This design comes from an exercise in tuning for small area, a short achievable clock period and few clock cycles per item on the open sky130 flow, not from production work. Function was checked by simulation only, so behaviour that the tests miss may differ from the original. Power figures rest on the tool's default switching activity, not on a simulated workload.

`design.v`:
```
module systolic_dct_1d_param #(
    parameter int N         = 8,
    parameter int DATA_W    = 16,
    parameter int COEF_W    = 16,
    parameter int FRAC_BITS = 14,
    parameter int ACC_W     = DATA_W + COEF_W + $clog2(N),
    parameter int OUT_W     = 32
) (
    input  logic                      clk,
    input  logic                      rst,
    input  logic signed [DATA_W-1:0]  in_data,
    input  logic                      in_valid,
    output logic                      in_ready,
    input  logic                      coef_we,
    input  logic [$clog2(N*N)-1:0]    coef_addr,
    input  logic signed [COEF_W-1:0]  coef_wdata,
    output logic [N*OUT_W-1:0]        out_data,
    output logic                      out_valid,
    input  logic                      out_ready,
    output logic                      done,
    output logic                      busy
);
    localparam int AW = 35;                  
    localparam int YW = AW - FRAC_BITS;      
    localparam logic [AW-1:0] INIT = 35'h555582000;
    logic [2:0]          cnt;
    logic                accept;
    logic                v1;
    logic [2:0]          n1;
    logic [7:0]          n1oh;
    logic [15:0]         x1;
    logic                vb;
    logic [2:0]          nb;
    logic [7:0]          nboh;
    logic [15:0]         xb;
    logic                rst_r, wq_v;
    logic [5:0]          wq_a;
    logic [15:0]         wq_d;
    logic [2:0]          ys    [8];
    logic [2:0]          ys_nx [8];
    logic                v2, last2;
    logic [3:0]          first2;      
    logic [3:0]          b_first;
    logic [3:0][7:0]     one2;
    logic [3:0][7:0]     two2;
    logic [3:0][7:0]     neg2;
    logic [15:0]         cr   [8];
    logic [AW-1:0]       acc_s [8];
    logic [AW-1:0]       acc_c [8];
    logic [AW-1:0]       as_in [8];
    logic [AW-1:0]       ac_in [8];
    logic [AW-1:0]       s_nx  [8];
    logic [AW-1:0]       c_nx  [8];
    logic [YW-1:0]       y     [8];
    logic [YW-1:0]       y_nx  [8];
    logic                full_acc, transfer;
    logic [15:0]         coef [64];
    logic [63:0]         wen;
    logic [15:0]         wdata_q;
    logic [3:0][7:0]     b_one;
    logic [3:0][7:0]     b_two;
    logic [3:0][7:0]     b_neg;
    logic [2:0] cnt_nx;
    logic       full_nx, ov_nx, last1_nx, infl_nx;
    assign accept   = in_valid && in_ready;
    assign transfer = full_acc && !out_valid;
    always_comb begin
        cnt_nx   = accept ? cnt + 3'd1 : cnt;
        last1_nx = accept && cnt == 3'd7;
        full_nx  = last2 || (full_acc && !transfer);
        ov_nx    = transfer || (out_valid && !out_ready);
        infl_nx  = last1_nx || (v1 && n1 == 3'd7) || (vb && nb == 3'd7) || full_nx;
    end
    always_ff @(posedge clk) begin
        if (rst) begin
            cnt      <= '0;
            v1       <= 1'b0;
            vb       <= 1'b0;
            v2       <= 1'b0;
            first2   <= '0;
            last2    <= 1'b0;
            full_acc <= 1'b0;
            out_valid <= 1'b0;
            done     <= 1'b0;
            busy     <= 1'b0;
            in_ready <= 1'b1;
        end else begin
            cnt      <= cnt_nx;
            v1       <= accept;
            vb       <= v1;
            v2       <= vb;
            first2   <= b_first;
            last2    <= vb && nb == 3'd7;
            full_acc <= full_nx;
            done     <= transfer;
            out_valid <= ov_nx;
            busy     <= (cnt_nx != 3'd0) || infl_nx;
            in_ready <= (cnt_nx != 3'd0) || !ov_nx || !infl_nx;
        end
    end
    for (genvar g = 0; g < 4; g++) begin : g_enc
        dct_booth_enc u_enc (.x(xb), .v(vb), .n(nb), .one(b_one[g]), .two(b_two[g]), .neg(b_neg[g]),
                             .first(b_first[g]));
    end
    always_ff @(posedge clk) begin
        x1   <= in_data;
        n1   <= cnt;
        for (int n = 0; n < 8; n++) n1oh[n] <= (cnt == 3'(n));
        xb   <= x1;
        nb   <= n1;
        nboh <= n1oh;
        one2 <= b_one;
        two2 <= b_two;
        neg2 <= b_neg;
        for (int k = 0; k < 8; k++) begin
            cr[k] <= '0;
            for (int n = 0; n < 8; n++) if (nboh[n]) cr[k] <= coef[k*8 + n];
        end
    end
    always_ff @(posedge clk) begin
        rst_r <= rst;
        wq_v  <= !rst && coef_we && !busy;
        wq_a  <= coef_addr;
        wq_d  <= coef_wdata;
    end
    assign wdata_q = wq_d & {16{~rst_r}};
    always_comb begin
        for (int i = 0; i < 64; i++) wen[i] = rst_r || (wq_v && wq_a == 6'(i));
    end
    always_ff @(posedge clk) begin
        for (int i = 0; i < 64; i++) if (wen[i]) coef[i] <= wdata_q;
    end
    for (genvar k = 0; k < 8; k++) begin : g_mac
        assign as_in[k] = first2[k/2] ? INIT : acc_s[k];
        assign ac_in[k] = first2[k/2] ? '0 : acc_c[k];
        dct_mac_tree u_tree (
            .c(cr[k]), .one(one2[k/2]), .two(two2[k/2]), .neg(neg2[k/2]), .val(v2),
            .as_i(as_in[k]), .ac_i(ac_in[k]), .s_o(s_nx[k]), .c_o(c_nx[k])
        );
        always_ff @(posedge clk) begin
            acc_s[k] <= s_nx[k];
            acc_c[k] <= c_nx[k];
        end
        dct_cpa u_cpa (.a(acc_s[k]), .b(acc_c[k]), .y(y_nx[k]), .ys(ys_nx[k]));
        always_ff @(posedge clk) begin
            if (transfer) begin
                y[k]  <= y_nx[k];
                ys[k] <= ys_nx[k];
            end
        end
        assign out_data[k*OUT_W +: OUT_W] = {{3{ys[k][2]}}, {4{ys[k][1]}}, {4{ys[k][0]}}, y[k]};
    end
endmodule
module dct_mac_tree (
    input  logic [15:0]   c,
    input  logic [7:0]    one,
    input  logic [7:0]    two,
    input  logic [7:0]    neg,
    input  logic          val,
    input  logic [34:0]   as_i,
    input  logic [34:0]   ac_i,
    output logic [34:0]   s_o,
    output logic [34:0]   c_o
);
    logic [16:0] cx;
    logic [7:0]  e;
    logic [16:0] r0;
    logic [16:0] r1;
    logic [16:0] r2;
    logic [16:0] r3;
    logic [16:0] r4;
    logic [16:0] r5;
    logic [16:0] r6;
    logic [16:0] r7;
    assign cx = {c[15], c};
    assign r0 = (({17{one[0]}} & cx) | ({17{two[0]}} & {cx[15:0], 1'b0})) ^ {17{neg[0]}};
    assign e[0] = val & ~r0[16];
    assign r1 = (({17{one[1]}} & cx) | ({17{two[1]}} & {cx[15:0], 1'b0})) ^ {17{neg[1]}};
    assign e[1] = val & ~r1[16];
    assign r2 = (({17{one[2]}} & cx) | ({17{two[2]}} & {cx[15:0], 1'b0})) ^ {17{neg[2]}};
    assign e[2] = val & ~r2[16];
    assign r3 = (({17{one[3]}} & cx) | ({17{two[3]}} & {cx[15:0], 1'b0})) ^ {17{neg[3]}};
    assign e[3] = val & ~r3[16];
    assign r4 = (({17{one[4]}} & cx) | ({17{two[4]}} & {cx[15:0], 1'b0})) ^ {17{neg[4]}};
    assign e[4] = val & ~r4[16];
    assign r5 = (({17{one[5]}} & cx) | ({17{two[5]}} & {cx[15:0], 1'b0})) ^ {17{neg[5]}};
    assign e[5] = val & ~r5[16];
    assign r6 = (({17{one[6]}} & cx) | ({17{two[6]}} & {cx[15:0], 1'b0})) ^ {17{neg[6]}};
    assign e[6] = val & ~r6[16];
    assign r7 = (({17{one[7]}} & cx) | ({17{two[7]}} & {cx[15:0], 1'b0})) ^ {17{neg[7]}};
    assign e[7] = val & ~r7[16];
    wire fs0, fc0, fs1, fc1, fs2, fc2, fs3, fc3, fs4, fc4, fs5, fc5, fs6, fc6, fs7, fc7, fs8, fc8, fs9, fc9, fs10, fc10, fs11, fc11, fs12, fc12, fs13, fc13, fs14, fc14, fs15, fc15, fs16, fc16, fs17, fc17, fs18, fc18, fs19, fc19, fs20, fc20, fs21, fc21, fs22, fc22, fs23, fc23, fs24, fc24, fs25, fc25, fs26, fc26, fs27, fc27, fs28, fc28, fs29, fc29, fs30, fc30, fs31, fc31, fs32, fc32, fs33, fc33, fs34, fc34, fs35, fc35, fs36, fc36, fs37, fc37, fs38, fc38, fs39, fc39, fs40, fc40, fs41, fc41, fs42, fc42, fs43, fc43, fs44, fc44, fs45, fc45, fs46, fc46, fs47, fc47, fs48, fc48, fs49, fc49, fs50, fc50, fs51, fc51, fs52, fc52, fs53, fc53, fs54, fc54, fs55, fc55, fs56, fc56, fs57, fc57, fs58, fc58, fs59, fc59, fs60, fc60, fs61, fc61, fs62, fc62, fs63, fc63, fs64, fc64, fs65, fc65, fs66, fc66, fs67, fc67, fs68, fc68, fs69, fc69, fs70, fc70, fs71, fc71, fs72, fc72, fs73, fc73, fs74, fc74, fs75, fc75, fs76, fc76, fs77, fc77, fs78, fc78, fs79, fc79, fs80, fc80, fs81, fc81, fs82, fc82, fs83, fc83, fs84, fc84, fs85, fc85, fs86, fc86, fs87, fc87, fs88, fc88, fs89, fc89, fs90, fc90, fs91, fc91, fs92, fc92, fs93, fc93, fs94, fc94, fs95, fc95, fs96, fc96, fs97, fc97, fs98, fc98, fs99, fc99, fs100, fc100, fs101, fc101, fs102, fc102, fs103, fc103, fs104, fc104, fs105, fc105, fs106, fc106, fs107, fc107, fs108, fc108, fs109, fc109, fs110, fc110, fs111, fc111, fs112, fc112, fs113, fc113, fs114, fc114, fs115, fc115, fs116, fc116, fs117, fc117, fs118, fc118, fs119, fc119, fs120, fc120, fs121, fc121, fs122, fc122, fs123, fc123, fs124, fc124, fs125, fc125, fs126, fc126, fs127, fc127, fs128, fc128, fs129, fc129, fs130, fc130, fs131, fc131, fs132, fc132, fs133, fc133, fs134, fc134, fs135, fc135, fs136, fc136, fs137, fc137, fs138, fc138, fs139, fc139, fs140, fc140, fs141, fc141, fs142, fc142;
    wire hs0, hc0, hs1, hc1, hs2, hc2, hs3, hc3, hs4, hc4, hs5, hc5, hs6, hc6, hs7, hc7, hs8, hc8, hs9, hc9, hs10, hc10, hs11, hc11, hs12, hc12, hs13, hc13, hs14, hc14, hs15, hc15, hs16, hc16, hs17, hc17, hs18, hc18, hs19, hc19, hs20, hc20, hs21, hc21, hs22, hc22, hs23, hc23, hs24, hc24, hs25, hc25, hs26, hc26, hs27, hc27;
    dct_ha u_hs0 (.a(neg[6]), .b(ac_i[12]), .s(hs0), .co(hc0));
    dct_ha u_hs1 (.a(ac_i[13]), .b(as_i[13]), .s(hs1), .co(hc1));
    dct_fa u_fs0 (.a(neg[7]), .b(ac_i[14]), .c(as_i[14]), .s(fs0), .co(fc0));
    dct_ha u_hs2 (.a(r0[14]), .b(r1[12]), .s(hs2), .co(hc2));
    dct_fa u_fs1 (.a(ac_i[15]), .b(as_i[15]), .c(r0[15]), .s(fs1), .co(fc1));
    dct_ha u_hs3 (.a(r1[13]), .b(r2[11]), .s(hs3), .co(hc3));
    dct_fa u_fs2 (.a(ac_i[16]), .b(as_i[16]), .c(r1[14]), .s(fs2), .co(fc2));
    dct_ha u_hs4 (.a(r2[12]), .b(r3[10]), .s(hs4), .co(hc4));
    dct_fa u_fs3 (.a(ac_i[17]), .b(as_i[17]), .c(r1[15]), .s(fs3), .co(fc3));
    dct_ha u_hs5 (.a(ac_i[18]), .b(as_i[18]), .s(hs5), .co(hc5));
    dct_ha u_hs6 (.a(neg[3]), .b(ac_i[6]), .s(hs6), .co(hc6));
    dct_ha u_hs7 (.a(ac_i[7]), .b(as_i[7]), .s(hs7), .co(hc7));
    dct_fa u_fs4 (.a(neg[4]), .b(ac_i[8]), .c(as_i[8]), .s(fs4), .co(fc4));
    dct_ha u_hs8 (.a(r0[8]), .b(r1[6]), .s(hs8), .co(hc8));
    dct_fa u_fs5 (.a(ac_i[9]), .b(as_i[9]), .c(r0[9]), .s(fs5), .co(fc5));
    dct_ha u_hs9 (.a(r1[7]), .b(r2[5]), .s(hs9), .co(hc9));
    dct_fa u_fs6 (.a(neg[5]), .b(ac_i[10]), .c(as_i[10]), .s(fs6), .co(fc6));
    dct_fa u_fs7 (.a(r0[10]), .b(r1[8]), .c(r2[6]), .s(fs7), .co(fc7));
    dct_ha u_hs10 (.a(r3[4]), .b(r4[2]), .s(hs10), .co(hc10));
    dct_fa u_fs8 (.a(ac_i[11]), .b(as_i[11]), .c(r0[11]), .s(fs8), .co(fc8));
    dct_fa u_fs9 (.a(r1[9]), .b(r2[7]), .c(r3[5]), .s(fs9), .co(fc9));
    dct_ha u_hs11 (.a(r4[3]), .b(r5[1]), .s(hs11), .co(hc11));
    dct_fa u_fs10 (.a(as_i[12]), .b(r0[12]), .c(r1[10]), .s(fs10), .co(fc10));
    dct_fa u_fs11 (.a(r2[8]), .b(r3[6]), .c(r4[4]), .s(fs11), .co(fc11));
    dct_fa u_fs12 (.a(r5[2]), .b(r6[0]), .c(hs0), .s(fs12), .co(fc12));
    dct_fa u_fs13 (.a(r0[13]), .b(r1[11]), .c(r2[9]), .s(fs13), .co(fc13));
    dct_fa u_fs14 (.a(r3[7]), .b(r4[5]), .c(r5[3]), .s(fs14), .co(fc14));
    dct_fa u_fs15 (.a(r6[1]), .b(hc0), .c(hs1), .s(fs15), .co(fc15));
    dct_fa u_fs16 (.a(r2[10]), .b(r3[8]), .c(r4[6]), .s(fs16), .co(fc16));
    dct_fa u_fs17 (.a(r5[4]), .b(r6[2]), .c(r7[0]), .s(fs17), .co(fc17));
    dct_fa u_fs18 (.a(hc1), .b(hs2), .c(fs0), .s(fs18), .co(fc18));
    dct_fa u_fs19 (.a(r3[9]), .b(r4[7]), .c(r5[5]), .s(fs19), .co(fc19));
    dct_fa u_fs20 (.a(r6[3]), .b(r7[1]), .c(hc2), .s(fs20), .co(fc20));
    dct_fa u_fs21 (.a(hs3), .b(fc0), .c(fs1), .s(fs21), .co(fc21));
    dct_fa u_fs22 (.a(r4[8]), .b(r5[6]), .c(r6[4]), .s(fs22), .co(fc22));
    dct_fa u_fs23 (.a(r7[2]), .b(e[0]), .c(hc3), .s(fs23), .co(fc23));
    dct_fa u_fs24 (.a(hs4), .b(fc1), .c(fs2), .s(fs24), .co(fc24));
    dct_fa u_fs25 (.a(r2[13]), .b(r3[11]), .c(r4[9]), .s(fs25), .co(fc25));
    dct_fa u_fs26 (.a(r5[7]), .b(r6[5]), .c(r7[3]), .s(fs26), .co(fc26));
    dct_fa u_fs27 (.a(hc4), .b(fc2), .c(fs3), .s(fs27), .co(fc27));
    dct_fa u_fs28 (.a(r2[14]), .b(r3[12]), .c(r4[10]), .s(fs28), .co(fc28));
    dct_fa u_fs29 (.a(r5[8]), .b(r6[6]), .c(r7[4]), .s(fs29), .co(fc29));
    dct_fa u_fs30 (.a(e[1]), .b(hs5), .c(fc3), .s(fs30), .co(fc30));
    dct_fa u_fs31 (.a(ac_i[19]), .b(as_i[19]), .c(r2[15]), .s(fs31), .co(fc31));
    dct_fa u_fs32 (.a(r3[13]), .b(r4[11]), .c(r5[9]), .s(fs32), .co(fc32));
    dct_fa u_fs33 (.a(r6[7]), .b(r7[5]), .c(hc5), .s(fs33), .co(fc33));
    dct_fa u_fs34 (.a(ac_i[20]), .b(as_i[20]), .c(r3[14]), .s(fs34), .co(fc34));
    dct_fa u_fs35 (.a(r4[12]), .b(r5[10]), .c(r6[8]), .s(fs35), .co(fc35));
    dct_ha u_hs12 (.a(r7[6]), .b(e[2]), .s(hs12), .co(hc12));
    dct_fa u_fs36 (.a(ac_i[21]), .b(as_i[21]), .c(r3[15]), .s(fs36), .co(fc36));
    dct_fa u_fs37 (.a(r4[13]), .b(r5[11]), .c(r6[9]), .s(fs37), .co(fc37));
    dct_fa u_fs38 (.a(ac_i[22]), .b(as_i[22]), .c(r4[14]), .s(fs38), .co(fc38));
    dct_ha u_hs13 (.a(r5[12]), .b(r6[10]), .s(hs13), .co(hc13));
    dct_fa u_fs39 (.a(ac_i[23]), .b(as_i[23]), .c(r4[15]), .s(fs39), .co(fc39));
    dct_ha u_hs14 (.a(ac_i[24]), .b(as_i[24]), .s(hs14), .co(hc14));
    dct_ha u_hs15 (.a(neg[1]), .b(ac_i[2]), .s(hs15), .co(hc15));
    dct_ha u_hs16 (.a(ac_i[3]), .b(as_i[3]), .s(hs16), .co(hc16));
    dct_fa u_fs40 (.a(neg[2]), .b(ac_i[4]), .c(as_i[4]), .s(fs40), .co(fc40));
    dct_ha u_hs17 (.a(r0[4]), .b(r1[2]), .s(hs17), .co(hc17));
    dct_fa u_fs41 (.a(ac_i[5]), .b(as_i[5]), .c(r0[5]), .s(fs41), .co(fc41));
    dct_ha u_hs18 (.a(r1[3]), .b(r2[1]), .s(hs18), .co(hc18));
    dct_fa u_fs42 (.a(as_i[6]), .b(r0[6]), .c(r1[4]), .s(fs42), .co(fc42));
    dct_fa u_fs43 (.a(r2[2]), .b(r3[0]), .c(hs6), .s(fs43), .co(fc43));
    dct_fa u_fs44 (.a(r0[7]), .b(r1[5]), .c(r2[3]), .s(fs44), .co(fc44));
    dct_fa u_fs45 (.a(r3[1]), .b(hc6), .c(hs7), .s(fs45), .co(fc45));
    dct_fa u_fs46 (.a(r2[4]), .b(r3[2]), .c(r4[0]), .s(fs46), .co(fc46));
    dct_fa u_fs47 (.a(hc7), .b(hs8), .c(fs4), .s(fs47), .co(fc47));
    dct_fa u_fs48 (.a(r3[3]), .b(r4[1]), .c(hc8), .s(fs48), .co(fc48));
    dct_fa u_fs49 (.a(hs9), .b(fc4), .c(fs5), .s(fs49), .co(fc49));
    dct_fa u_fs50 (.a(r5[0]), .b(hc9), .c(hs10), .s(fs50), .co(fc50));
    dct_fa u_fs51 (.a(fc5), .b(fs6), .c(fs7), .s(fs51), .co(fc51));
    dct_fa u_fs52 (.a(hc10), .b(hs11), .c(fc6), .s(fs52), .co(fc52));
    dct_fa u_fs53 (.a(fc7), .b(fs8), .c(fs9), .s(fs53), .co(fc53));
    dct_fa u_fs54 (.a(hc11), .b(fc8), .c(fc9), .s(fs54), .co(fc54));
    dct_fa u_fs55 (.a(fs10), .b(fs11), .c(fs12), .s(fs55), .co(fc55));
    dct_fa u_fs56 (.a(fc10), .b(fc11), .c(fs13), .s(fs56), .co(fc56));
    dct_fa u_fs57 (.a(fs14), .b(fc12), .c(fs15), .s(fs57), .co(fc57));
    dct_fa u_fs58 (.a(fc13), .b(fc14), .c(fs16), .s(fs58), .co(fc58));
    dct_fa u_fs59 (.a(fs17), .b(fc15), .c(fs18), .s(fs59), .co(fc59));
    dct_fa u_fs60 (.a(fc16), .b(fc17), .c(fs19), .s(fs60), .co(fc60));
    dct_fa u_fs61 (.a(fs20), .b(fc18), .c(fs21), .s(fs61), .co(fc61));
    dct_fa u_fs62 (.a(fc19), .b(fs22), .c(fc20), .s(fs62), .co(fc62));
    dct_fa u_fs63 (.a(fs23), .b(fc21), .c(fs24), .s(fs63), .co(fc63));
    dct_fa u_fs64 (.a(fc22), .b(fs25), .c(fs26), .s(fs64), .co(fc64));
    dct_fa u_fs65 (.a(fc23), .b(fc24), .c(fs27), .s(fs65), .co(fc65));
    dct_fa u_fs66 (.a(fc25), .b(fc26), .c(fs28), .s(fs66), .co(fc66));
    dct_fa u_fs67 (.a(fs29), .b(fc27), .c(fs30), .s(fs67), .co(fc67));
    dct_fa u_fs68 (.a(fc28), .b(fc29), .c(fs31), .s(fs68), .co(fc68));
    dct_fa u_fs69 (.a(fs32), .b(fs33), .c(fc30), .s(fs69), .co(fc69));
    dct_fa u_fs70 (.a(hs12), .b(fc31), .c(fc32), .s(fs70), .co(fc70));
    dct_fa u_fs71 (.a(fs34), .b(fs35), .c(fc33), .s(fs71), .co(fc71));
    dct_fa u_fs72 (.a(r7[7]), .b(hc12), .c(fc34), .s(fs72), .co(fc72));
    dct_fa u_fs73 (.a(fc35), .b(fs36), .c(fs37), .s(fs73), .co(fc73));
    dct_fa u_fs74 (.a(r7[8]), .b(e[3]), .c(hs13), .s(fs74), .co(fc74));
    dct_fa u_fs75 (.a(fc36), .b(fc37), .c(fs38), .s(fs75), .co(fc75));
    dct_fa u_fs76 (.a(r5[13]), .b(r6[11]), .c(r7[9]), .s(fs76), .co(fc76));
    dct_fa u_fs77 (.a(hc13), .b(fc38), .c(fs39), .s(fs77), .co(fc77));
    dct_fa u_fs78 (.a(r5[14]), .b(r6[12]), .c(r7[10]), .s(fs78), .co(fc78));
    dct_fa u_fs79 (.a(e[4]), .b(hs14), .c(fc39), .s(fs79), .co(fc79));
    dct_fa u_fs80 (.a(ac_i[25]), .b(as_i[25]), .c(r5[15]), .s(fs80), .co(fc80));
    dct_fa u_fs81 (.a(r6[13]), .b(r7[11]), .c(hc14), .s(fs81), .co(fc81));
    dct_fa u_fs82 (.a(ac_i[26]), .b(as_i[26]), .c(r6[14]), .s(fs82), .co(fc82));
    dct_ha u_hs19 (.a(r7[12]), .b(e[5]), .s(hs19), .co(hc19));
    dct_fa u_fs83 (.a(ac_i[27]), .b(as_i[27]), .c(r6[15]), .s(fs83), .co(fc83));
    dct_ha u_hs20 (.a(ac_i[28]), .b(as_i[28]), .s(hs20), .co(hc20));
    dct_ha u_hs21 (.a(neg[0]), .b(ac_i[0]), .s(hs21), .co(hc21));
    dct_ha u_hs22 (.a(ac_i[1]), .b(as_i[1]), .s(hs22), .co(hc22));
    dct_fa u_fs84 (.a(as_i[2]), .b(r0[2]), .c(r1[0]), .s(fs84), .co(fc84));
    dct_fa u_fs85 (.a(r0[3]), .b(r1[1]), .c(hc15), .s(fs85), .co(fc85));
    dct_fa u_fs86 (.a(r2[0]), .b(hc16), .c(hs17), .s(fs86), .co(fc86));
    dct_fa u_fs87 (.a(hc17), .b(hs18), .c(fc40), .s(fs87), .co(fc87));
    dct_fa u_fs88 (.a(hc18), .b(fc41), .c(fs42), .s(fs88), .co(fc88));
    dct_fa u_fs89 (.a(fc42), .b(fs44), .c(fc43), .s(fs89), .co(fc89));
    dct_fa u_fs90 (.a(fc44), .b(fs46), .c(fc45), .s(fs90), .co(fc90));
    dct_fa u_fs91 (.a(fc46), .b(fs48), .c(fc47), .s(fs91), .co(fc91));
    dct_fa u_fs92 (.a(fc48), .b(fs50), .c(fc49), .s(fs92), .co(fc92));
    dct_fa u_fs93 (.a(fc50), .b(fs52), .c(fc51), .s(fs93), .co(fc93));
    dct_fa u_fs94 (.a(fc52), .b(fc53), .c(fs54), .s(fs94), .co(fc94));
    dct_fa u_fs95 (.a(fc54), .b(fs56), .c(fc55), .s(fs95), .co(fc95));
    dct_fa u_fs96 (.a(fc56), .b(fs58), .c(fc57), .s(fs96), .co(fc96));
    dct_fa u_fs97 (.a(fc58), .b(fs60), .c(fc59), .s(fs97), .co(fc97));
    dct_fa u_fs98 (.a(fc60), .b(fs62), .c(fc61), .s(fs98), .co(fc98));
    dct_fa u_fs99 (.a(fc62), .b(fs64), .c(fc63), .s(fs99), .co(fc99));
    dct_fa u_fs100 (.a(fc64), .b(fs66), .c(fc65), .s(fs100), .co(fc100));
    dct_fa u_fs101 (.a(fc66), .b(fs68), .c(fc67), .s(fs101), .co(fc101));
    dct_fa u_fs102 (.a(fc68), .b(fs70), .c(fs71), .s(fs102), .co(fc102));
    dct_fa u_fs103 (.a(fc70), .b(fs72), .c(fc71), .s(fs103), .co(fc103));
    dct_fa u_fs104 (.a(fs74), .b(fc72), .c(fc73), .s(fs104), .co(fc104));
    dct_fa u_fs105 (.a(fs76), .b(fc74), .c(fc75), .s(fs105), .co(fc105));
    dct_fa u_fs106 (.a(fc76), .b(fs78), .c(fc77), .s(fs106), .co(fc106));
    dct_fa u_fs107 (.a(fc78), .b(fs80), .c(fs81), .s(fs107), .co(fc107));
    dct_fa u_fs108 (.a(hs19), .b(fc80), .c(fs82), .s(fs108), .co(fc108));
    dct_fa u_fs109 (.a(r7[13]), .b(hc19), .c(fc82), .s(fs109), .co(fc109));
    dct_fa u_fs110 (.a(r7[14]), .b(e[6]), .c(hs20), .s(fs110), .co(fc110));
    dct_fa u_fs111 (.a(ac_i[29]), .b(as_i[29]), .c(r7[15]), .s(fs111), .co(fc111));
    dct_ha u_hs23 (.a(ac_i[30]), .b(as_i[30]), .s(hs23), .co(hc23));
    dct_ha u_hs24 (.a(as_i[0]), .b(r0[0]), .s(hs24), .co(hc24));
    dct_fa u_fs112 (.a(r0[1]), .b(hc21), .c(hs22), .s(fs112), .co(fc112));
    dct_fa u_fs113 (.a(hc22), .b(hs15), .c(fs84), .s(fs113), .co(fc113));
    dct_fa u_fs114 (.a(hs16), .b(fc84), .c(fs85), .s(fs114), .co(fc114));
    dct_fa u_fs115 (.a(fs40), .b(fc85), .c(fs86), .s(fs115), .co(fc115));
    dct_fa u_fs116 (.a(fs41), .b(fc86), .c(fs87), .s(fs116), .co(fc116));
    dct_fa u_fs117 (.a(fs43), .b(fc87), .c(fs88), .s(fs117), .co(fc117));
    dct_fa u_fs118 (.a(fs45), .b(fc88), .c(fs89), .s(fs118), .co(fc118));
    dct_fa u_fs119 (.a(fs47), .b(fc89), .c(fs90), .s(fs119), .co(fc119));
    dct_fa u_fs120 (.a(fc90), .b(fs49), .c(fs91), .s(fs120), .co(fc120));
    dct_fa u_fs121 (.a(fs51), .b(fc91), .c(fs92), .s(fs121), .co(fc121));
    dct_fa u_fs122 (.a(fs53), .b(fc92), .c(fs93), .s(fs122), .co(fc122));
    dct_fa u_fs123 (.a(fs55), .b(fc93), .c(fs94), .s(fs123), .co(fc123));
    dct_fa u_fs124 (.a(fs57), .b(fc94), .c(fs95), .s(fs124), .co(fc124));
    dct_fa u_fs125 (.a(fs59), .b(fc95), .c(fs96), .s(fs125), .co(fc125));
    dct_fa u_fs126 (.a(fc96), .b(fs61), .c(fs97), .s(fs126), .co(fc126));
    dct_fa u_fs127 (.a(fs63), .b(fc97), .c(fs98), .s(fs127), .co(fc127));
    dct_fa u_fs128 (.a(fs65), .b(fc98), .c(fs99), .s(fs128), .co(fc128));
    dct_fa u_fs129 (.a(fs67), .b(fc99), .c(fs100), .s(fs129), .co(fc129));
    dct_fa u_fs130 (.a(fs69), .b(fc100), .c(fs101), .s(fs130), .co(fc130));
    dct_fa u_fs131 (.a(fc69), .b(fs102), .c(fc101), .s(fs131), .co(fc131));
    dct_fa u_fs132 (.a(fs73), .b(fc102), .c(fs103), .s(fs132), .co(fc132));
    dct_fa u_fs133 (.a(fs75), .b(fc103), .c(fs104), .s(fs133), .co(fc133));
    dct_fa u_fs134 (.a(fs77), .b(fc104), .c(fs105), .s(fs134), .co(fc134));
    dct_fa u_fs135 (.a(fs79), .b(fc105), .c(fs106), .s(fs135), .co(fc135));
    dct_fa u_fs136 (.a(fc79), .b(fs107), .c(fc106), .s(fs136), .co(fc136));
    dct_fa u_fs137 (.a(fc81), .b(fs108), .c(fc107), .s(fs137), .co(fc137));
    dct_fa u_fs138 (.a(fs83), .b(fc108), .c(fs109), .s(fs138), .co(fc138));
    dct_fa u_fs139 (.a(fc83), .b(fs110), .c(fc109), .s(fs139), .co(fc139));
    dct_fa u_fs140 (.a(hc20), .b(fs111), .c(fc110), .s(fs140), .co(fc140));
    dct_fa u_fs141 (.a(e[7]), .b(hs23), .c(fc111), .s(fs141), .co(fc141));
    dct_fa u_fs142 (.a(ac_i[31]), .b(as_i[31]), .c(hc23), .s(fs142), .co(fc142));
    dct_ha u_hs25 (.a(ac_i[32]), .b(as_i[32]), .s(hs25), .co(hc25));
    dct_ha u_hs26 (.a(ac_i[33]), .b(as_i[33]), .s(hs26), .co(hc26));
    dct_ha u_hs27 (.a(ac_i[34]), .b(as_i[34]), .s(hs27), .co(hc27));
    assign s_o[0] = hs21;
    assign c_o[0] = hs24;
    assign s_o[1] = hc24;
    assign c_o[1] = fs112;
    assign s_o[2] = fc112;
    assign c_o[2] = fs113;
    assign s_o[3] = fc113;
    assign c_o[3] = fs114;
    assign s_o[4] = fc114;
    assign c_o[4] = fs115;
    assign s_o[5] = fc115;
    assign c_o[5] = fs116;
    assign s_o[6] = fc116;
    assign c_o[6] = fs117;
    assign s_o[7] = fc117;
    assign c_o[7] = fs118;
    assign s_o[8] = fc118;
    assign c_o[8] = fs119;
    assign s_o[9] = fc119;
    assign c_o[9] = fs120;
    assign s_o[10] = fc120;
    assign c_o[10] = fs121;
    assign s_o[11] = fc121;
    assign c_o[11] = fs122;
    assign s_o[12] = fc122;
    assign c_o[12] = fs123;
    assign s_o[13] = fc123;
    assign c_o[13] = fs124;
    assign s_o[14] = fc124;
    assign c_o[14] = fs125;
    assign s_o[15] = fc125;
    assign c_o[15] = fs126;
    assign s_o[16] = fc126;
    assign c_o[16] = fs127;
    assign s_o[17] = fc127;
    assign c_o[17] = fs128;
    assign s_o[18] = fc128;
    assign c_o[18] = fs129;
    assign s_o[19] = fc129;
    assign c_o[19] = fs130;
    assign s_o[20] = fc130;
    assign c_o[20] = fs131;
    assign s_o[21] = fs132;
    assign c_o[21] = fc131;
    assign s_o[22] = fc132;
    assign c_o[22] = fs133;
    assign s_o[23] = fc133;
    assign c_o[23] = fs134;
    assign s_o[24] = fc134;
    assign c_o[24] = fs135;
    assign s_o[25] = fc135;
    assign c_o[25] = fs136;
    assign s_o[26] = fs137;
    assign c_o[26] = fc136;
    assign s_o[27] = fs138;
    assign c_o[27] = fc137;
    assign s_o[28] = fc138;
    assign c_o[28] = fs139;
    assign s_o[29] = fs140;
    assign c_o[29] = fc139;
    assign s_o[30] = fs141;
    assign c_o[30] = fc140;
    assign s_o[31] = fs142;
    assign c_o[31] = fc141;
    assign s_o[32] = hs25;
    assign c_o[32] = fc142;
    assign s_o[33] = hc25;
    assign c_o[33] = hs26;
    assign s_o[34] = hc26;
    assign c_o[34] = hs27;
endmodule
module dct_fa (input logic a, input logic b, input logic c, output logic s, output logic co);
    assign s  = a ^ b ^ c;
    assign co = (a & b) | (a & c) | (b & c);
endmodule
module dct_ha (input logic a, input logic b, output logic s, output logic co);
    assign s  = a ^ b;
    assign co = a & b;
endmodule
module dct_cpa (
    input  logic [34:0] a,
    input  logic [34:0] b,
    output logic [20:0] y,
    output logic [2:0] ys
);
    wire [34:0] g = a & b;
    wire [34:0] p = a ^ b;
    wire gg0 = g[1] | (p[1] & g[0]);
    wire pp0 = p[1] & p[0];
    wire gg1 = g[3] | (p[3] & g[2]);
    wire pp1 = p[3] & p[2];
    wire gg2 = g[5] | (p[5] & g[4]);
    wire pp2 = p[5] & p[4];
    wire gg3 = g[7] | (p[7] & g[6]);
    wire pp3 = p[7] & p[6];
    wire gg4 = g[9] | (p[9] & g[8]);
    wire pp4 = p[9] & p[8];
    wire gg5 = g[11] | (p[11] & g[10]);
    wire pp5 = p[11] & p[10];
    wire gg6 = g[13] | (p[13] & g[12]);
    wire pp6 = p[13] & p[12];
    wire gg7 = g[15] | (p[15] & g[14]);
    wire pp7 = p[15] & p[14];
    wire gg8 = g[17] | (p[17] & g[16]);
    wire pp8 = p[17] & p[16];
    wire gg9 = g[19] | (p[19] & g[18]);
    wire pp9 = p[19] & p[18];
    wire gg10 = g[21] | (p[21] & g[20]);
    wire pp10 = p[21] & p[20];
    wire gg11 = g[23] | (p[23] & g[22]);
    wire pp11 = p[23] & p[22];
    wire gg12 = g[25] | (p[25] & g[24]);
    wire pp12 = p[25] & p[24];
    wire gg13 = g[27] | (p[27] & g[26]);
    wire pp13 = p[27] & p[26];
    wire gg14 = g[29] | (p[29] & g[28]);
    wire pp14 = p[29] & p[28];
    wire gg15 = g[31] | (p[31] & g[30]);
    wire pp15 = p[31] & p[30];
    wire gg16 = g[33] | (p[33] & g[32]);
    wire pp16 = p[33] & p[32];
    wire gg17 = gg1 | (pp1 & gg0);
    wire pp17 = pp1 & pp0;
    wire gg18 = gg3 | (pp3 & gg2);
    wire pp18 = pp3 & pp2;
    wire gg19 = gg5 | (pp5 & gg4);
    wire pp19 = pp5 & pp4;
    wire gg20 = gg7 | (pp7 & gg6);
    wire pp20 = pp7 & pp6;
    wire gg21 = gg9 | (pp9 & gg8);
    wire pp21 = pp9 & pp8;
    wire gg22 = gg11 | (pp11 & gg10);
    wire pp22 = pp11 & pp10;
    wire gg23 = gg13 | (pp13 & gg12);
    wire pp23 = pp13 & pp12;
    wire gg24 = gg15 | (pp15 & gg14);
    wire pp24 = pp15 & pp14;
    wire gg25 = gg18 | (pp18 & gg17);
    wire pp25 = pp18 & pp17;
    wire gg26 = gg20 | (pp20 & gg19);
    wire pp26 = pp20 & pp19;
    wire gg27 = gg22 | (pp22 & gg21);
    wire pp27 = pp22 & pp21;
    wire gg28 = gg24 | (pp24 & gg23);
    wire pp28 = pp24 & pp23;
    wire gg29 = gg26 | (pp26 & gg25);
    wire pp29 = pp26 & pp25;
    wire gg30 = gg28 | (pp28 & gg27);
    wire pp30 = pp28 & pp27;
    wire gg31 = gg30 | (pp30 & gg29);
    wire pp31 = pp30 & pp29;
    wire gg32 = gg27 | (pp27 & gg29);
    wire pp32 = pp27 & pp29;
    wire gg33 = gg19 | (pp19 & gg25);
    wire pp33 = pp19 & pp25;
    wire gg34 = gg21 | (pp21 & gg29);
    wire pp34 = pp21 & pp29;
    wire gg35 = gg23 | (pp23 & gg32);
    wire pp35 = pp23 & pp32;
    wire gg36 = gg2 | (pp2 & gg17);
    wire pp36 = pp2 & pp17;
    wire gg37 = gg4 | (pp4 & gg25);
    wire pp37 = pp4 & pp25;
    wire gg38 = gg6 | (pp6 & gg33);
    wire pp38 = pp6 & pp33;
    wire gg39 = gg8 | (pp8 & gg29);
    wire pp39 = pp8 & pp29;
    wire gg40 = gg10 | (pp10 & gg34);
    wire pp40 = pp10 & pp34;
    wire gg41 = gg12 | (pp12 & gg32);
    wire pp41 = pp12 & pp32;
    wire gg42 = gg14 | (pp14 & gg35);
    wire pp42 = pp14 & pp35;
    wire gg43 = gg16 | (pp16 & gg31);
    wire pp43 = pp16 & pp31;
    wire gg44 = g[2] | (p[2] & gg0);
    wire pp44 = p[2] & pp0;
    wire gg45 = g[4] | (p[4] & gg17);
    wire pp45 = p[4] & pp17;
    wire gg46 = g[6] | (p[6] & gg36);
    wire pp46 = p[6] & pp36;
    wire gg47 = g[8] | (p[8] & gg25);
    wire pp47 = p[8] & pp25;
    wire gg48 = g[10] | (p[10] & gg37);
    wire pp48 = p[10] & pp37;
    wire gg49 = g[12] | (p[12] & gg33);
    wire pp49 = p[12] & pp33;
    wire gg50 = g[14] | (p[14] & gg38);
    wire pp50 = p[14] & pp38;
    wire gg51 = g[16] | (p[16] & gg29);
    wire pp51 = p[16] & pp29;
    wire gg52 = g[18] | (p[18] & gg39);
    wire pp52 = p[18] & pp39;
    wire gg53 = g[20] | (p[20] & gg34);
    wire pp53 = p[20] & pp34;
    wire gg54 = g[22] | (p[22] & gg40);
    wire pp54 = p[22] & pp40;
    wire gg55 = g[24] | (p[24] & gg32);
    wire pp55 = p[24] & pp32;
    wire gg56 = g[26] | (p[26] & gg41);
    wire pp56 = p[26] & pp41;
    wire gg57 = g[28] | (p[28] & gg35);
    wire pp57 = p[28] & pp35;
    wire gg58 = g[30] | (p[30] & gg42);
    wire pp58 = p[30] & pp42;
    wire gg59 = g[32] | (p[32] & gg31);
    wire pp59 = p[32] & pp31;
    wire gg60 = g[34] | (p[34] & gg43);
    wire pp60 = p[34] & pp43;
    assign y[0] = p[14] ^ gg38;
    assign y[1] = p[15] ^ gg50;
    assign y[2] = p[16] ^ gg29;
    assign y[3] = p[17] ^ gg51;
    assign y[4] = p[18] ^ gg39;
    assign y[5] = p[19] ^ gg52;
    assign y[6] = p[20] ^ gg34;
    assign y[7] = p[21] ^ gg53;
    assign y[8] = p[22] ^ gg40;
    assign y[9] = p[23] ^ gg54;
    assign y[10] = p[24] ^ gg32;
    assign y[11] = p[25] ^ gg55;
    assign y[12] = p[26] ^ gg41;
    assign y[13] = p[27] ^ gg56;
    assign y[14] = p[28] ^ gg35;
    assign y[15] = p[29] ^ gg57;
    assign y[16] = p[30] ^ gg42;
    assign y[17] = p[31] ^ gg58;
    assign y[18] = p[32] ^ gg31;
    assign y[19] = p[33] ^ gg59;
    assign y[20] = p[34] ^ gg43;
    assign ys = {3{p[34] ^ gg43}};
endmodule
module dct_booth_enc (
    input  logic [15:0] x,
    input  logic        v,
    input  logic [2:0]  n,
    output logic [7:0]  one,
    output logic [7:0]  two,
    output logic [7:0]  neg,
    output logic        first
);
    assign first = v & (n == 3'd0);
    logic [16:0] xe;
    assign xe = {x, 1'b0};
    for (genvar j = 0; j < 8; j++) begin : g_d
        assign one[j] = v & (xe[2*j+1] ^ xe[2*j]);
        assign two[j] = v & ((xe[2*j+2] & ~xe[2*j+1] & ~xe[2*j]) | (~xe[2*j+2] & xe[2*j+1] & xe[2*j]));
        assign neg[j] = v & xe[2*j+2] & ~(xe[2*j+1] & xe[2*j]);
    end
endmodule
```
`flow/run.sh`:
```
#!/bin/bash
# Layout flow: the standard flow (the standard.sh) with a larger setup repair margin and
# a clock tree built from larger sink clusters without dummy loads.
set -o pipefail
export SETUP_SLACK_MARGIN=6.5
export CTS_ARGS="-sink_clustering_enable -repair_clock_nets -sink_clustering_size 25 -sink_clustering_max_diameter 80 -dont_use_dummy_load"
bash standard.sh synth > synth.log 2>&1 || exit 1
bash standard.sh finish > finish.log 2>&1 || exit 1
```
`standard.sh`:
```
#!/bin/bash
# synth_recipe.tcl (not shown) runs the flow's synth.tcl, then flattens the netlist and writes it again
# the make line also repeats each setting of config.mk as NAME=value (left out here)
make -C /OpenROAD-flow-scripts/flow DESIGN_CONFIG=/design/flow/config.mk WORK_HOME=/design/flow/orfs CLKGATE_MAP_FILE= SYNTH_SCRIPT=/design/flow/synth_recipe.tcl "${@:-finish}"
```
`config.mk`:
```
export PLATFORM = sky130hd
export DESIGN_NAME = systolic_dct_1d_param
export DESIGN_NICKNAME = systolic_dct_1d_param
export VERILOG_FILES = /design/flow/design.v
export SDC_FILE = /design/flow/constraint.sdc
export NUM_CORES = 4
export LEC_CHECK = 0
export CAP_MARGIN = 20
export CORE_MARGIN = 2
export CORE_UTILIZATION = 55
export SLEW_MARGIN = 20
export SYNTH_HIERARCHICAL = 1
```
`constraint.sdc`:
```
create_clock -name core_clock -period 10.0 [get_ports {clk}]
set_input_delay 2.0000 -clock core_clock [delete_from_list [all_inputs] [get_ports {clk}]]
set_output_delay 2.0000 -clock core_clock [all_outputs]
set_load 0.01 [all_outputs]
```
==> impl_results.md, run 1 <==
* Result of the run: timing/DRC/antenna clean
* CTS sink count at 2094
* Crit path arrival time at 1630 ps
* Reg2reg start: one2[12]
* Final setup margin at 6370 ps
* Worst Hold End: nboh[5]
* Final cycle utilization of the critical path at 36.3%
* Total negative setup slack at 0 ps
* First-pass GRT wire length at 523000 microns
* GRT Residual Overflow at 0
* Slew @ Worst Pin at 1210 ps
* Commonest non-fill, non-tap cell in the layout: fa_1
* Setup CP Type: flip-flop to output port
* Mapped Cells at 10200
* Clock Tree Buf Depth at 3
* Synth-to-Final Area Change at 1.19%
* Final wirelength at 344000 microns
* Synth warn at 27
* Clock latency (worst-skew pair) at 850 ps
* Crit path max fanout at 2
* Die width at 495 microns
* Finish-stage setup viols at 0
* Distinct cell type count after synthesis at 66
* Core Area at 240000 sq um
* FF+latch count, synth at 2094
* Hold wc startpoint: n1oh[5]
* GRT Util Overall at 28.1%
* Req. time, crit path at 8000 ps
* Remaining DRCs at 0
* Hold Path Stages at 0
* WL/cell at 27.5 microns
* Sequential share of the synthesized area at 40.7%
* H-tree Lvls at 4
* Ys async rst share at 0%
* Place WS at 5580 ps
* Static Leak at 51.8 nW
* Syn_nets at 12000
* Worst R2R Setup Slack at 6530 ps
* Vias in the first global route at 83000
* Initial antenna violation count at 8
* Hold Path Class: flip-flop to flip-flop
* Most frequent cells in the layout: 1224 x fa_1, 1216 x edfxtp_1, 1041 x xnor2_1
* Max Clock Freq at 276 MHz
* Max Transition Viols Final at 0
* GPL Wtd Cong at 0.850
* Drt via density at 6.21
* Layout cells sized above 1 at 13.0%
* RSZ-0062 raised after global routing: true
* Port bufs at 302
* Final Hold Fails at 0
* FF-to-FF path depth at 7
* HPWL after DPL at 211000 microns
* Max Clock Skew at 78.5 ps
* Maximum Capacitance Violations at 0
* Cts bufs inserted at 133
* Die Height at 495 microns
* RR Endpoint: acc_c[3][16]
* Post-route antenna net violation count at 0
* # nets final at 11100
* Slew headroom at 19.5%
* CP Launch Type: flip-flop
* Main synth FF type: edfxtp_1
* Number of synthesized flops with an enable pin at 1216
* CTS root buffer: clkbuf_16
* Crit. End Element: output port
* Drt pass-1 iters at 6
* Syn Std Cell Area at 133000 sq um
* Starting density of the core at 55.3%
* Pin count of the biggest net entering global routing at 128
* Iteration-0 DRC Markers at 6811
* Routed vias at 77900
* CTS tree: yes
* Post-Syn Area per Cell at 13.0 sq um
* Fill cell count at 19500
* Pwr dens at 208 nW/um^2
* Area contributors post-synth: edfxtp_1 27%, fa_1 18%, dfxtp_1 13%, xnor2_1 6.9%, ha_1 4.9%
* Clock slew at reported path FFs at 100 ps
* Top cell type's share of synthesized area at 27.5%
* Worst VDD drop at 0.205 mV
* Die area at 245000 sq um
* Largest area contributor in the netlist: edfxtp_1
* Clock period minus worst slack at 3630 ps
* # IOs at 303
* Rows at 180
-- Yosys stat by module (local to each module, per instance) --
module                 cells inside  flops+latches
dct_booth_enc                    56              0
dct_cpa                         139              0
dct_fa                            1              0
dct_ha                            1              0
dct_mac_tree                    430              0
systolic_dct_1d_param          4043           2094
-- flip-flops by register name, indices dropped and copies added, names as in the netlist, 24 cells and up --
| signal | count |
|---|---|
| neg2 | 32 |
| coef | 1024 |
| ys | 24 |
| acc_c | 280 |
| one2 | 32 |
| acc_s | 280 |
| cr | 128 |
| two2 | 32 |
| y | 168 |
-- cell usage after synthesis (all sizes together) (3+ instances only) --
master and n:
a2111o 8, a2111oi 8, a211oi 25, a21bo 8
a21boi 8, a21o 84, a21oi 228, a221oi 129
a22oi 1087, and2 60, and3 17, buf 1186
clkbuf 304, dfxtp 878, edfxtp 1216, fa 1224
ha 522, inv 75, mux2i 64, nand2 352
nand2b 113, nand3 50, nand3b 9, nand4 20
nand4bb 28, nor2 94, nor2b 517, nor3 30
nor3b 3, nor4 9, nor4b 4, o2111ai 8
o211ai 16, o21a 24, o21ai 149, o21bai 28
o221a 127, o221ai 128, o22ai 127, o311ai 8
or2 85, or4 8, xnor2 1041, xor2 72
-- timing repair --
item                                   4_1_cts  5_1_grt
resized for setup                          995      190
gates cloned                                 2        6
setup endpoints to repair                  599      139
hold buffers                                 0        0
endpoints found under the hold margin        0        0
setup buffers                               26       12
pin swaps                                    1        6
-- routing by layer --
layer / wire (microns) / track usage (%) / up-vias / share of wire [%]
li1: - / - / 33900 / -
met4: 9500 / 7.77 / 4 / 2.8
met3: 24600 / 4.47 / 546 / 7.1
met1: 147000 / 38.9 / 40500 / 43
met5: 27 / 0.0587 / - / 0.0078
met2: 163000 / 45.9 / 2983 / 47
-- final cells by class --
class	instances	area (sq um)	area share (%)
multi-input combinational	6529	67300	50.1
sequential	2094	54500	40.5
timing repair buffer	522	4990	3.71
tap	3185	3990	2.97
clock buffer	133	3330	2.48
inverter	75	289	0.215
antenna	5	12.5	0.00931
-- critical path: stages, from the launching register on --
cell      delay, ps
edfxtp_1        410
buf_4           150
buf_6           110
buf_2           130
-- per-stage QoR --
step / power (mW) / hold WS (ps) / instance area (sq um) / util, % / instances
global placement: 22.5 / 313 / 130000 / 54.1 / 12400
finish: 27.9 / 321 / 134000 / 55.9 / 12500
global route: 30.1 / 333 / 134000 / 55.9 / 12500
floorplan: 23.0 / 310 / 133000 / - / 10200
CTS: 28.2 / 320 / 134000 / 55.6 / 12500
detailed placement: 22.9 / 312 / 130000 / 54.1 / 12400
-- how the worst max path moves through the flow --
stage,end,start
floorplan,y[0][0],full_acc
global placement,acc_c[3][17],v2
detailed placement,acc_c[3][17],v2
CTS,out_data[86],ys[2][0]
global route,out_data[220],ys[6][1]
finish,out_data[220],ys[6][1]
-- logic make-up (layout without fill, tap and decap cells) --
logic type / after synthesis / in the layout / synth area share, %
adder cells (fa/ha/maj): 1746 / 1746 / 23.4
flip-flops: 2094 / 2094 / 40.7
buffers and inverters: 1565 / 730 / 8.76
AO/OA/AOI/OAI: 2202 / 2202 / 13.4
other: 0 / 5 / 0
XOR/XNOR: 1113 / 1113 / 7.34
multiplexers: 64 / 64 / 0.482
AND/OR/NAND/NOR: 1403 / 1404 / 5.92
-- report_power, final --
part           switching [mW]  total [mW]  internal, mW  leakage, nW
sequential               1.60        12.5          10.9         19.7
clock                    2.81        5.17          2.36         1.64
combinational            5.57        10.2          4.64         30.5
total                    9.99        27.9          17.9         51.8
Testbench counts, summed over its fixed seeds: cycles 3,112, blocks 384.
==> inputs of run 2 (changes only) <==
--- a/config.mk
+++ b/config.mk
@@ -9,3 +9,3 @@
 export CORE_MARGIN = 2
-export CORE_UTILIZATION = 55
+export CORE_UTILIZATION = 40
 export SLEW_MARGIN = 20
==> run 2 against run 1 <==
Compared with the run above: final area up 1.1%; via count up 0.74%; global-route usage down 7.6 points; synthesized cell count unchanged; largest cell class unchanged.
==> impl_results.md, run 2 <==
* Worst VDD drop at 0.116 mV (-44%)
* Synth warn at 27 (unchanged)
* Remaining DRCs at 0 (unchanged)
* Slew @ Worst Pin at 1100 ps (-108 ps)
* Final core utilization at 41.1% (-15 points)
* Largest area contributor in the netlist: edfxtp_1
* Die width at 580 microns (+17%)
* Final cycle utilization of the critical path at 35.6% (-0.66 points)
* Setup CP Type: flip-flop to output port
* Top cell type's share of synthesized area at 27.5% (unchanged)
* Max Transition Viols Final at 0 (unchanged)
* Max Clock Freq at 281 MHz (+1.8%)
* # nets final at 11200 (+0.22%)
* GRT Residual Overflow at 0 (unchanged)
* Clock latency (worst-skew pair) at 930 ps (+80 ps)
* CP max stage delay at 440 ps (+30 ps)
* Total negative setup slack at 0 ps (unchanged)
* # IOs at 303 (unchanged)
* Cts bufs inserted at 149 (+12%)
* HPWL after DPL at 216000 microns (+2.0%)
* Mapped Cells at 10200 (unchanged)
* Crit. End Element: output port
* Commonest cells in the netlist: 1224 x fa_1, 1216 x edfxtp_1, 1041 x xnor2_1, 878 x dfxtp_1, 813 x a22oi_1
* FF+latch count, synth at 2094 (unchanged)
* Drt via density at 5.71 (-8.2%)
* Crit path arrival time at 1560 ps (-70 ps)
* Commonest non-fill, non-tap cell in the layout: fa_1
* Largest Register: coef
* Synth-to-Final Area Change at 2.33%
* Cells along the critical path: buf_6 -> buf_6
* Sequential Power Share at 44.2% (-0.6 points)
* Finish-stage setup viols at 0 (unchanged)
* Pin count of the biggest net entering global routing at 129 (+0.78%)
* Clock period minus worst slack at 3560 ps (-65.5 ps)
* Iteration-0 DRC Markers at 6992 (+2.7%)
* Static Leak at 52.0 nW (+0.34%)
* Fin area at 136000 sq um (+1.1%)
* RSZ-0062 raised after global routing: true
* Initial antenna violation count at 17 (+9)
* Area contributors post-synth: edfxtp_1 27%, fa_1 18%, dfxtp_1 13%, xnor2_1 6.9%, ha_1 4.9%
* Routed vias at 78500 (+0.74%)
* Main synth FF type: edfxtp_1
* Distinct cell type count after synthesis at 66 (unchanged)
* Drt pass-1 iters at 6 (unchanged)
* GRT Util Overall at 20.5% (-7.6 points)
* Most frequent cells in the layout: 1219 x fa_1, 1216 x edfxtp_1, 1041 x xnor2_1
* Port bufs at 302 (unchanged)
* Req. time, crit path at 8000 ps (about the same)
* Layout cells sized above 1 at 14.0% (+1.1 points)
* Combinational share of power at 36.0% (-0.6 points)
* Vias in the first global route at 84700 (+2.1%)
* Ys async rst share at 0% (unchanged)
* CP Launch Type: flip-flop
* Max FFs per register at 1024 (unchanged)
* CTS tree: yes
* Sequential share of the synthesized area at 40.7% (unchanged)
* Final wirelength at 353000 microns (+2.5%)
* H-tree Lvls at 4 (unchanged)
* Max Clock Skew at 137 ps (+58.9 ps)
* Starting density of the core at 40.2% (-15 points)
* Crit path top cell by count: buf_6
* Switching share of power at 35.7% (-0.13 points)
* Crit path max fanout at 4 (+2)
* Area after DPL at 132000 sq um (+1.1%)
* Largest regs: coef: 1024 flops, acc_c: 280 flops, acc_s: 280 flops
* First-pass GRT wire length at 534000 microns (+2.1%)
* Die Height at 580 microns (+17%)
* Psw at 10.1 mW (+1.2%)
* Delay-heaviest family, CP: flip-flops
* Pwr dens at 209 nW/um^2 (+0.45%)
* Die area at 337000 sq um (+37%)
* Number of synthesized flops with an enable pin at 1216 (unchanged)
* CP max stage cell: edfxtp_1
* Final setup margin at 6440 ps (+65.5 ps)
* Post-route antenna net violation count at 0 (unchanged)
* GPL Wtd Cong at 0.832 (-2.1%)
* Clock slew at reported path FFs at 100 ps (about the same)
* CTS sink count at 2094 (unchanged)
* Place WS at 5640 ps (+64.0 ps)
* WL/cell at 25.7 microns (-6.5%)
* Rows at 211 (+17%)
* Final Hold Fails at 0 (unchanged)
* Core Area at 330000 sq um (+37%)
* Clock Tree Buf Depth at 4 (+1)
* Clock Power Share at 19.8% (+1.3 points)
* Slew headroom at 26.8% (+7.3 points)
* Syn Std Cell Area at 133000 sq um (unchanged)
* Syn_nets at 12000 (unchanged)
* Top-count cell post-synth: fa_1
* Internal power at 18.2 mW (+1.8%)
* Maximum Capacitance Violations at 0 (unchanged)
* Hold Path Class: flip-flop to flip-flop
* Post-Syn Area per Cell at 13.0 sq um (unchanged)
* Result of the run: timing/DRC/antenna clean
* CTS root buffer: clkbuf_16
* Worst Path Buf+Inv at 2 (-1)
run 2: cell counts after synthesis:
Identical to the previous run, type by type.
run 2: power by group through the flow:
stage	registers [mW]	clock network, mW	logic [mW]
floorplan	11.6	0	11.4
global placement	12.6	0	9.84
detailed placement	12.7	0	10.3
CTS	12.5	5.80	10.4
global route	12.7	6.05	11.8
finish	12.5	5.60	10.2
run 2: layout make-up:
| type | instances | area, sq um |
|---|---|---|
| diodes | 17 | 42.5 |
| clock buffers | 149 | 3730 |
| fillers | 30200 | 194000 |
| inverters | 75 | 294 |
| multi-input cells | 6528 | 67300 |
| flip-flops and latches | 2094 | 54500 |
| well taps | 4366 | 5460 |
| repair buffers | 531 | 4590 |
run 2: repair_timing:
item	in CTS	in global routing
setup buffers	20	29
hold buffers	0	0
pin swaps	1	14
gates cloned	1	9
gates resized for setup	1192	170
setup endpoints to repair	524	165
run 2: layer usage:
metal / track usage [%] / wire (microns)
met2: 33.9 / 168000
met5: 0 / 40
met1: 27.3 / 149000
met4: 7.03 / 10900
met3: 3.33 / 25500
run 2: cells by family after synthesis:
kind of cell    count (synthesis)  share of synthesized area, %
compound gates               2202                          13.4
fa+ha+maj                    1746                          23.4
mux                            64                         0.482
simple gates                 1403                          5.92
xor+xnor                     1113                          7.34
buf+inv                      1565                          8.76
flops                        2094                          40.7
run 2: modules after synthesis (local to each module, per instance):
module,flops+latches,cells,area (sq um),times used
dct_fa,0,1,20.0,1144
dct_booth_enc,0,56,412,4
dct_cpa,0,139,1210,8
dct_mac_tree,0,430,3610,8
systolic_dct_1d_param,2094,4043,66900,1
dct_ha,0,1,12.5,224
run 2: stage by stage:
step,instances,hold WS [ps],power [mW]
floorplan,10200,310,23.0
global placement,13500,313,22.5
detailed placement,13500,313,22.9
CTS,13700,281,28.7
global route,13800,296,30.5
finish,13800,270,28.3
run 2: final timing paths:
kind | slack (ps) | endpoint | cells past startpoint | from
min reg2reg | 270 | nboh[2] | 0 | n1oh[2]
max | 6440 | out_data[27] | 2 | ys[0][1]
min | 270 | nboh[2] | 0 | n1oh[2]
max reg2reg | 6500 | acc_c[7][18] | 8 | first2[3]
==> inputs of run 3 (changes only) <==
--- a/config.mk
+++ b/config.mk
@@ -10,2 +10,3 @@
 export CORE_UTILIZATION = 40
+export PLACE_DENSITY = 0.75
 export SLEW_MARGIN = 20
==> run 3 against run 2 <==
Compared with the run above: final cell count is essentially flat; power shrank 0.70%; final area shrank 0.12%; largest cell class unchanged; highest routed layer is now met4; worst hold slack gained 47 ps; clock power shrank 4.5%.
==> impl_results.md, run 3 <==
* Result of the run: timing/DRC/antenna clean
* Synth warn at 27 (unchanged)
* Cts bufs inserted at 140 (-6.0%)
* Post-Syn Area per Cell at 13.0 sq um (unchanged)
* Distinct cell type count after synthesis at 66 (unchanged)
* CP max stage cell: edfxtp_1
* GRT Residual Overflow at 0 (unchanged)
* Starting density of the core at 40.2% (unchanged)
* Pin count of the biggest net entering global routing at 109 (-16%)
* Slew @ Worst Pin at 1140 ps (+44.0 ps)
* Static Leak at 51.9 nW (-0.26%)
* Core Area at 330000 sq um (unchanged)
* Post-route antenna net violation count at 0 (unchanged)
* CP Launch Type: flip-flop
* Sequential Power Share at 44.1% (about the same)
* Die width at 580 microns (unchanged)
* Hold_ws at 317 ps (+47.3 ps)
* Largest regs: coef: 1024 flops, acc_c: 280 flops, acc_s: 280 flops
* Final cycle utilization of the critical path at 35.3% (-0.36 points)
* GRT Util Overall at 19.4% (-1.1 points)
* Vias in the first global route at 82500 (-2.6%)
* Slew headroom at 23.3% (-3.5 points)
* Hold Path Class: flip-flop to flip-flop
* CTS root buffer: clkbuf_16
* Die Height at 580 microns (unchanged)
* # IOs at 303 (unchanged)
* Clock Tree Buf Depth at 4 (unchanged)
* Drt pass-1 iters at 6 (unchanged)
* FF+latch count, synth at 2094 (unchanged)
* Remaining DRCs at 0 (unchanged)
* CTS tree: yes
* Synth-to-Final Area Change at 2.21%
* Req. time, crit path at 8000 ps (about the same)
* Sequential share of the synthesized area at 40.7% (unchanged)
* Worst Setup SP: ys[1][1]
* HPWL after DPL at 204000 microns (-5.3%)
* Top-count cell post-synth: fa_1
* Most frequent cells in the layout: 1223 x fa_1, 1216 x edfxtp_1, 1040 x xnor2_1
* CP max stage delay at 420 ps (-20 ps)
* Clock latency (worst-skew pair) at 890 ps (-40 ps)
* GPL Wtd Cong at 0.840 (+0.90%)
* Largest area contributor in the netlist: edfxtp_1
* Finish-stage setup viols at 0 (unchanged)
* Commonest cells in the netlist: 1224 x fa_1, 1216 x edfxtp_1, 1041 x xnor2_1, 878 x dfxtp_1, 813 x a22oi_1
* Initial antenna violation count at 16 (-1)
* Cells along the critical path: buf_6 -> buf_6
* Top cell type's share of synthesized area at 27.5% (unchanged)
* Maximum Capacitance Violations at 0 (unchanged)
* Switching share of power at 35.8% (+0.094 points)
* Max Clock Freq at 284 MHz (+1.0%)
* Crit. End Element: output port
* Setup CP Type: flip-flop to output port
* Mapped Cells at 10200 (unchanged)
* Number of synthesized flops with an enable pin at 1216 (unchanged)
* Commonest non-fill, non-tap cell in the layout: fa_1
* Clock Power Share at 19.0% (-0.8 points)
* Reg2reg start: cr[4][6]
* H-tree Lvls at 4 (unchanged)
* Pwr dens at 207 nW/um^2 (-0.58%)
* Syn Std Cell Area at 133000 sq um (unchanged)
* Ys async rst share at 0% (unchanged)
* Rows at 211 (unchanged)
* Layout cells sized above 1 at 13.3% (-0.78 points)
* CTS sink count at 2094 (unchanged)
* Max Transition Viols Final at 0 (unchanged)
* Total negative setup slack at 0 ps (unchanged)
* RSZ-0062 raised after global routing: true
* Main synth FF type: edfxtp_1
* Crit path max fanout at 3 (-1)
* Hold wc startpoint: n1oh[3]
* Clock slew at reported path FFs at 100 ps (about the same)
* Crit path arrival time at 1530 ps (-30 ps)
* Combinational share of power at 36.8% (+0.8 points)
* Max Clock Skew at 127 ps (-10.2 ps)
* Hold_buf cts at 0 (unchanged)
* Syn_nets at 12000 (unchanged)
* Drt via density at 5.71 (+0.13%)
* First-pass GRT wire length at 509000 microns (-4.8%)
* Area contributors post-synth: edfxtp_1 27%, fa_1 18%, dfxtp_1 13%, xnor2_1 6.9%, ha_1 4.9%
* Die area at 337000 sq um (unchanged)
* Routed vias at 78600 (+0.11%)
* Worst VDD drop at 0.123 mV (+6.0%)
* Port bufs at 302 (unchanged)
* Max FFs per register at 1024 (unchanged)
* Internal power at 18.1 mW (-0.84%)
* Iteration-0 DRC Markers at 7925 (+13%)
* # nets final at 11200 (-0.13%)
* Final Hold Fails at 0 (unchanged)
* Psw at 10.1 mW (-0.44%)
* Largest Register: coef
* Crit path top cell by count: buf_6
* WL/cell at 24.3 microns (-5.4%)
* Final wirelength at 334000 microns (-5.4%)
* Clock period minus worst slack at 3530 ps (-35.7 ps)
==> run 3: modules after synthesis (local to each module, per instance) <==
module / area, sq um / times used / flops+latches
systolic_dct_1d_param: 66900 / 1 / 2094
dct_mac_tree: 3610 / 8 / 0
dct_cpa: 1210 / 8 / 0
dct_ha: 12.5 / 224 / 0
dct_booth_enc: 412 / 4 / 0
dct_fa: 20.0 / 1144 / 0
==> run 3: worst paths after layout <==
path	slack, ps	to	cells past startpoint
worst min-delay path	320	nboh[3]	0
worst max register to register	6530	acc_c[4][15]	6
worst max-delay path	6470	out_data[57]	2
worst min register to register	320	nboh[3]	0
==> run 3: worst max-delay path: cells and delay by family, from the launching register on <==
kind,cells,cell delay (ps)
flops,1,420
buf+inv,2,250
==> run 3: per-layer routing <==
layer  GRT usage, %  part of all wire [%]  up-vias
met2           31.6                    47     3963
met4           8.94                   4.8        0
met5              0                     0        -
met1           25.3                    40    40000
li1               -                     -    33900
met3           3.27                   8.7      717
==> run 3: timing repair <==
action / in CTS / in global routing
pin swaps: 0 / 9
setup buffers: 20 / 13
setup endpoints to repair: 492 / 116
endpoints found under the hold margin: 0 / 0
gates cloned: 1 / 8
resized for setup: 1031 / 171
==> run 3: layout make-up <==
class	instances	area, sq um
Multi-Input combinational cell	6528	67300
Clock buffer	140	3500
Sequential cell	2094	54400
Fill cell	29900	195000
Inverter	75	289
Tap cell	4366	5460
Timing Repair Buffer	526	4700
Antenna cell	29	72.6
==> run 3: cell families after synthesis <==
| group | after synthesis | share of synthesized area (%) |
|---|---|---|
| AO/OA/AOI/OAI | 2202 | 13.4 |
| XOR/XNOR | 1113 | 7.34 |
| AND/OR/NAND/NOR | 1403 | 5.92 |
| flip-flops | 2094 | 40.7 |
| multiplexers | 64 | 0.482 |
| adder cells (fa/ha/maj) | 1746 | 23.4 |
| buffers and inverters | 1565 | 8.76 |
==> run 3: power groups by stage <==
stage                     Sequential, mW  Clock [mW]  Combinational, mW
final                               12.4        5.35               10.4
after global routing                12.6        5.74               11.9
after CTS                           12.4        5.48               10.6
after detailed placement            12.6           0               10.4
after global placement              12.5           0               9.95
after floorplan                     11.6           0               11.4
==> run 3: through the flow <==
stage	std cells	worst slack, ps	power (mW)	area, sq um	utilization [%]
finish	13800	6470	28.1	136000	41.1
global route	13800	6420	30.3	136000	41.1
CTS	13700	6400	28.4	135000	40.8
detailed placement	13500	5630	23.0	132000	39.8
global placement	13500	5730	22.5	132000	39.8
floorplan	10200	6370	23.0	133000	-

[port drivers added, routing unchanged]
Ports are ideal in the flow. The routed layouts listed here were re-timed in OpenROAD.
Step 1: set_driving_cell puts a clkbuf_16 on clk and a buf_2 on each other input, an assumption about the parent block.
Step 2 adds t to the input delays and takes it off the output delays; t is the mean of the earliest and latest rising clock arrival at the registers after step 1. Input paths then give back, and output paths get back, about the clock's delay inside the block.
Slacks: ideal / step 1 / step 2; pairs: ideal / step 1.
run | t, ns | slack for setup (ns) | clock arrival spread, ns
run 1 | 0.906 | 6.373 / 6.279 / 6.259 | 0.082 / 0.083
run 2 | 0.958 | 6.439 / 6.344 / 6.293 | 0.147 / 0.147
run 3 | 0.921 | 6.475 / 6.377 / 6.460 | 0.128 / 0.129
After both steps every run listed still meets setup and hold. The setup slack of run 2, which loses most, moves by -0.095 ns with the drivers and by -0.146 ns with both steps.
